From an optimization exercise on the open Yosys and OpenROAD flow, aimed at small area; shortcuts taken in it are not production practice.
In this exercise RTL edits were held to simulation tests only and were not proved equivalent to the original.
No activity file was given, so power comes from the tool's default toggle rates.

==> flow/design.v <==
package mips_pkg;
  localparam int RF_DATA_W  = 32;
  localparam int RF_ADDR_W  = 5;
  localparam int RF_SP_REG  = 29;
  localparam int RF_SP_INIT = 1200;
  function automatic logic is_zero_reg(input logic [RF_ADDR_W-1:0] idx);
    is_zero_reg = (idx == '0);
  endfunction
endpackage
module regfile_scoreboard (
  input  logic        clk,
  input  logic        rst,
  input  logic [31:1] set_dec,
  input  logic [31:1] clr_dec,
  input  logic [31:1] clr_hold,
  input  logic        set_any,    
  input  logic        same,       
  output logic [31:1] busy,
  output logic [5:0]  busy_cnt
);
  logic [31:1] busy_q, busy_d;
  logic [5:0]  cnt_q;
  logic        set_busy, clr_busy, inc, dec;
  assign busy_d = set_dec | (busy_q & clr_hold);
  rf_or31 u_set_busy (.s(set_dec), .d(busy_q), .y(set_busy));
  rf_or31 u_clr_busy (.s(clr_dec), .d(busy_q), .y(clr_busy));
  assign inc      = set_any && !set_busy;
  assign dec      = clr_busy && !same;
  always_ff @(posedge clk or posedge rst) begin
    if (rst) begin
      busy_q <= '0;
      cnt_q  <= '0;
    end else begin
      busy_q <= busy_d;
      if (inc && !dec)      cnt_q <= cnt_q + 6'd1;
      else if (dec && !inc) cnt_q <= cnt_q - 6'd1;
    end
  end
  assign busy     = busy_q;
  assign busy_cnt = cnt_q;
endmodule
module rf_or31 (
  input  logic [31:1] s,
  input  logic [31:1] d,
  output logic        y
);
  logic [10:0] n;
  for (genvar j = 0; j < 10; j++) begin : g_t
    rf_aoi222 u_t (.a(s[3*j+1 +: 3]), .b(d[3*j+1 +: 3]), .y(n[j]));
  end
  assign n[10] = !(s[31] & d[31]);
  assign y = !(&n[3:0]) | !(&n[7:4]) | !(&n[10:8]);
endmodule
module regfile_sb (
  input  logic        clk,
  input  logic        rst,
  input  logic [9:0]  read_addr,
  output logic [63:0] read_data,
  output logic [1:0]  read_busy,
  input  logic        write,
  input  logic [4:0]  writereg,
  input  logic [31:0] writedata,
  input  logic        claim,
  input  logic [4:0]  claimreg,
  output logic [5:0]  busy_cnt
);
  localparam logic [31:0] SP_INIT = 32'(mips_pkg::RF_SP_INIT);
  localparam int          SP_REG  = mips_pkg::RF_SP_REG;
  logic [31:0] rf_q [1:31];
  logic [31:0] rf_n [1:31];
  logic [31:1] valid_q;
  logic [31:1] wdec;        
  logic [31:1] whold;       
  logic [31:1] cdec;        
  logic [31:1] busy;
  logic        wr_en;
  assign wr_en = write && (writereg != 5'd0);
  rf_dec2 u_wdec (.a(writereg), .en(write), .y(wdec), .yn(whold));
  rf_dec  u_cdec (.a(claimreg), .en(claim), .y(cdec));
  for (genvar i = 1; i < 32; i++) begin : g_word
    for (genvar b = 0; b < 32; b++) begin : g_bit
      rf_hold u_hold (
        .q (rf_q[i][b]),
        .h (whold[i]),
        .d (writedata[b]),
        .w (wdec[i]),
        .y (rf_n[i][b])
      );
    end
  end
  always_ff @(posedge clk) begin
    for (int i = 1; i < 32; i++) begin
      rf_q[i] <= rf_n[i];
    end
  end
  always_ff @(posedge clk or posedge rst) begin
    if (rst) valid_q <= '0;
    else     valid_q <= valid_q | wdec;
  end
  regfile_scoreboard u_scoreboard (
    .clk      (clk),
    .rst      (rst),
    .set_dec  (cdec),
    .clr_dec  (wdec),
    .clr_hold (whold),
    .set_any  (claim && (claimreg != 5'd0)),
    .same     (claim && write && (claimreg == writereg) && wr_en),
    .busy     (busy),
    .busy_cnt (busy_cnt)
  );
  for (genvar k = 0; k < 2; k++) begin : g_rd
    logic [4:0]  addr;
    logic        fwd;
    logic [31:1] vsel;      
    logic [32:0] sel;       
    logic        sp0;
    assign addr = read_addr[k*5 +: 5];
    assign fwd  = wr_en && !rst && (addr == writereg);
    rf_rdsel u_sel (.a(addr), .en(!fwd), .v(valid_q), .y(vsel), .sp0(sp0));
    assign sel = {sp0, fwd, vsel};
    for (genvar b = 0; b < 32; b++) begin : g_bit
      logic [31:0] d;
      for (genvar i = 1; i < 32; i++) begin : g_w
        assign d[i-1] = rf_q[i][b];
      end
      assign d[31] = writedata[b];
      if (SP_INIT[b]) begin : g_sp
        rf_rdbit_c u_bit (
          .s (sel[31:0]),
          .d (d),
          .c (sel[32]),
          .y (read_data[k*32 + b])
        );
      end else begin : g_nsp
        rf_rdbit u_bit (
          .s (sel[31:0]),
          .d (d),
          .y (read_data[k*32 + b])
        );
      end
    end
    assign read_busy[k] = busy[addr] && (addr != 5'd0) && !fwd;
  end
endmodule
module rf_dec (
  input  logic [4:0]  a,
  input  logic        en,
  output logic [31:1] y
);
  logic [3:0] lo;
  logic [7:0] hi;
  for (genvar j = 0; j < 4; j++) begin : g_lo
    assign lo[j] = (a[1:0] == 2'(j));
  end
  for (genvar j = 0; j < 8; j++) begin : g_hi
    assign hi[j] = en && (a[4:2] == 3'(j));
  end
  for (genvar i = 1; i < 32; i++) begin : g_y
    assign y[i] = lo[i % 4] & hi[i / 4];
  end
endmodule
module rf_dec2 (
  input  logic [4:0]  a,
  input  logic        en,
  output logic [31:1] y,
  output logic [31:1] yn
);
  logic [3:0] lo;
  logic [7:0] hi;
  for (genvar j = 0; j < 4; j++) begin : g_lo
    assign lo[j] = (a[1:0] == 2'(j));
  end
  for (genvar j = 0; j < 8; j++) begin : g_hi
    assign hi[j] = en && (a[4:2] == 3'(j));
  end
  for (genvar i = 1; i < 32; i++) begin : g_y
    assign y[i]  = lo[i % 4] & hi[i / 4];
    assign yn[i] = !(lo[i % 4] & hi[i / 4]);
  end
endmodule
module rf_rdsel (
  input  logic [4:0]  a,
  input  logic        en,
  input  logic [31:1] v,
  output logic [31:1] y,
  output logic        sp0
);
  localparam int SP_REG = mips_pkg::RF_SP_REG;
  logic [3:0] lo;
  logic [7:0] hi;
  for (genvar j = 0; j < 4; j++) begin : g_lo
    assign lo[j] = (a[1:0] == 2'(j));
  end
  for (genvar j = 0; j < 8; j++) begin : g_hi
    assign hi[j] = en && (a[4:2] == 3'(j));
  end
  for (genvar i = 1; i < 32; i++) begin : g_y
    assign y[i] = lo[i % 4] & hi[i / 4] & v[i];
  end
  assign sp0 = lo[SP_REG % 4] & hi[SP_REG / 4] & !v[SP_REG];
endmodule
module rf_hold (
  input  logic q,
  input  logic h,
  input  logic d,
  input  logic w,
  output logic y
);
  assign y = (q & h) | (d & w);
endmodule
module rf_aoi222 (
  input  logic [2:0] a,
  input  logic [2:0] b,
  output logic       y
);
  assign y = !((a[0] & b[0]) | (a[1] & b[1]) | (a[2] & b[2]));
endmodule
module rf_nand2 (
  input  logic a,
  input  logic b,
  output logic y
);
  assign y = !(a & b);
endmodule
module rf_ornot12 (
  input  logic [11:0] n,
  output logic        y
);
  assign y = !(&n[3:0]) | !(&n[7:4]) | !(&n[11:8]);
endmodule
module rf_ornot12_c (
  input  logic [11:0] n,
  input  logic        c,
  output logic        y
);
  assign y = !(&n[3:0]) | !(&n[7:4]) | !(&n[11:8]) | c;
endmodule
module rf_rdbit (
  input  logic [31:0] s,
  input  logic [31:0] d,
  output logic        y
);
  logic [11:0] n;
  for (genvar j = 0; j < 10; j++) begin : g_t
    rf_aoi222 u_t (.a(s[3*j +: 3]), .b(d[3*j +: 3]), .y(n[j]));
  end
  rf_nand2 u_t10 (.a(s[30]), .b(d[30]), .y(n[10]));
  rf_nand2 u_t11 (.a(s[31]), .b(d[31]), .y(n[11]));
  rf_ornot12 u_or (.n(n), .y(y));
endmodule
module rf_rdbit_c (
  input  logic [31:0] s,
  input  logic [31:0] d,
  input  logic        c,
  output logic        y
);
  logic [11:0] n;
  for (genvar j = 0; j < 10; j++) begin : g_t
    rf_aoi222 u_t (.a(s[3*j +: 3]), .b(d[3*j +: 3]), .y(n[j]));
  end
  rf_nand2 u_t10 (.a(s[30]), .b(d[30]), .y(n[10]));
  rf_nand2 u_t11 (.a(s[31]), .b(d[31]), .y(n[11]));
  rf_ornot12_c u_or (.n(n), .c(c), .y(y));
endmodule
clock: 10.0 ns
lec_check: 0
cap_margin: 20
cell_pad_in_sites_detail_placement: 1
cell_pad_in_sites_global_placement: 2
core_margin: 2
core_utilization: 35
place_density: 0.8
slew_margin: 20
synth_hierarchical: 1
standard.sh (not shown) runs the stock make flow with config.mk's settings and CLKGATE_MAP_FILE= SYNTH_SCRIPT=/design/flow/synth_recipe.tcl, a recipe that flattens the netlist after the stock synthesis.
==> flow/flow/run.sh <==
#!/bin/bash
# Standard layout (bash standard.sh), with three changes: port buffers are
# buf_1, the clock tree uses clkbuf_4 with sink clusters of at most 10 sinks
# within 40 um, and CTS inserts no dummy loads.
set -euo pipefail
bash standard.sh \
  "BUFFER_PORTS_ARGS=-buffer_cell sky130_fd_sc_hd__buf_1" \
  "CTS_ARGS=-sink_clustering_enable -repair_clock_nets -dont_use_dummy_load -buf_list sky130_fd_sc_hd__clkbuf_4 -sink_clustering_size 10 -sink_clustering_max_diameter 40" \
  finish > standard.log 2>&1
Then changed:
--- a/flow/config.mk
+++ b/flow/config.mk
@@ -11,5 +11,5 @@
 export CORE_MARGIN = 2
 export CORE_UTILIZATION = 35
-export PLACE_DENSITY = 0.8
+export PLACE_DENSITY = 0.5
 export SLEW_MARGIN = 20
 export SYNTH_HIERARCHICAL = 1
Effect: Count of clock-buffer cells in the layout goes up by 28. First-iteration DRC count goes down by a few percent. Cell count goes up slightly. Worst setup slack improved by 0.18 ns. Power goes up by a few percent. Fmax goes up by a few percent. Die area stays the same. Combinational power goes up by a few percent. Clock power goes up by roughly a tenth.
Then changed:
--- a/flow/config.mk
+++ b/flow/config.mk
@@ -11,5 +11,5 @@
 export CORE_MARGIN = 2
 export CORE_UTILIZATION = 35
-export PLACE_DENSITY = 0.5
+export PLACE_DENSITY = 0.6
 export SLEW_MARGIN = 20
 export SYNTH_HIERARCHICAL = 1
Effect: The changed run went through all stages and came out clean; flip-flop and latch count stays the same; design area goes down by about 0.6%; setup slack loses 0.082 ns; count of clock-buffer cells in the layout goes down by 3.
Then changed:
--- a/flow/config.mk
+++ b/flow/config.mk
@@ -11,5 +11,5 @@
 export CORE_MARGIN = 2
 export CORE_UTILIZATION = 35
-export PLACE_DENSITY = 0.6
+export PLACE_DENSITY = 0.7
 export SLEW_MARGIN = 20
 export SYNTH_HIERARCHICAL = 1
The changed run finished with timing, DRC and antenna clean; global-route usage came out lower by 2.9 points; total power falls by 1.5%; design area is about the same; cell count came out lower by 0.66%; wire length falls by about 8%; fmax climbs by 1.2%; sequential share of layout area barely changes; core utilization barely changes; area after synthesis stays the same.

-- afterwards: timing with drivers on the ports --
The flow's constraints put no driver on any port. The routed layouts listed below were extracted and timed again, unchanged, in two steps.
Step 1, drivers: a clkbuf_16 drives clk and a buf_2 each remaining input, both assumed.
Step 2 moves the port delays by t, midway between the first and last clock arrival at a register: inputs arrive t later, outputs are due t later. That takes back most of the time a late clock gives input paths.
a / b / c = ideal / step 1 / step 2; a / b = the first two.
run	t, ns	slack for setup (ns)	hold slack, ns	worst setup path after step 2	pins driven straight from the clock port
the first run	1.192	1.144 / 1.119 / 1.119	0.495 / 0.495 / 0.495	input to output	1
the second run	1.242	1.323 / 1.293 / 1.293	0.487 / 0.487 / 0.487	input to output	1
the third run	1.243	1.241 / 1.215 / 1.215	0.489 / 0.489 / 0.489	input to output	1
the fourth run	1.202	1.343 / 1.316 / 1.316	0.488 / 0.488 / 0.488	input to output	1
After both steps setup and hold are still met in every run listed. For the second run, which loses most, drivers alone change the setup slack by -0.030 ns; drivers and shift together by -0.030 ns.
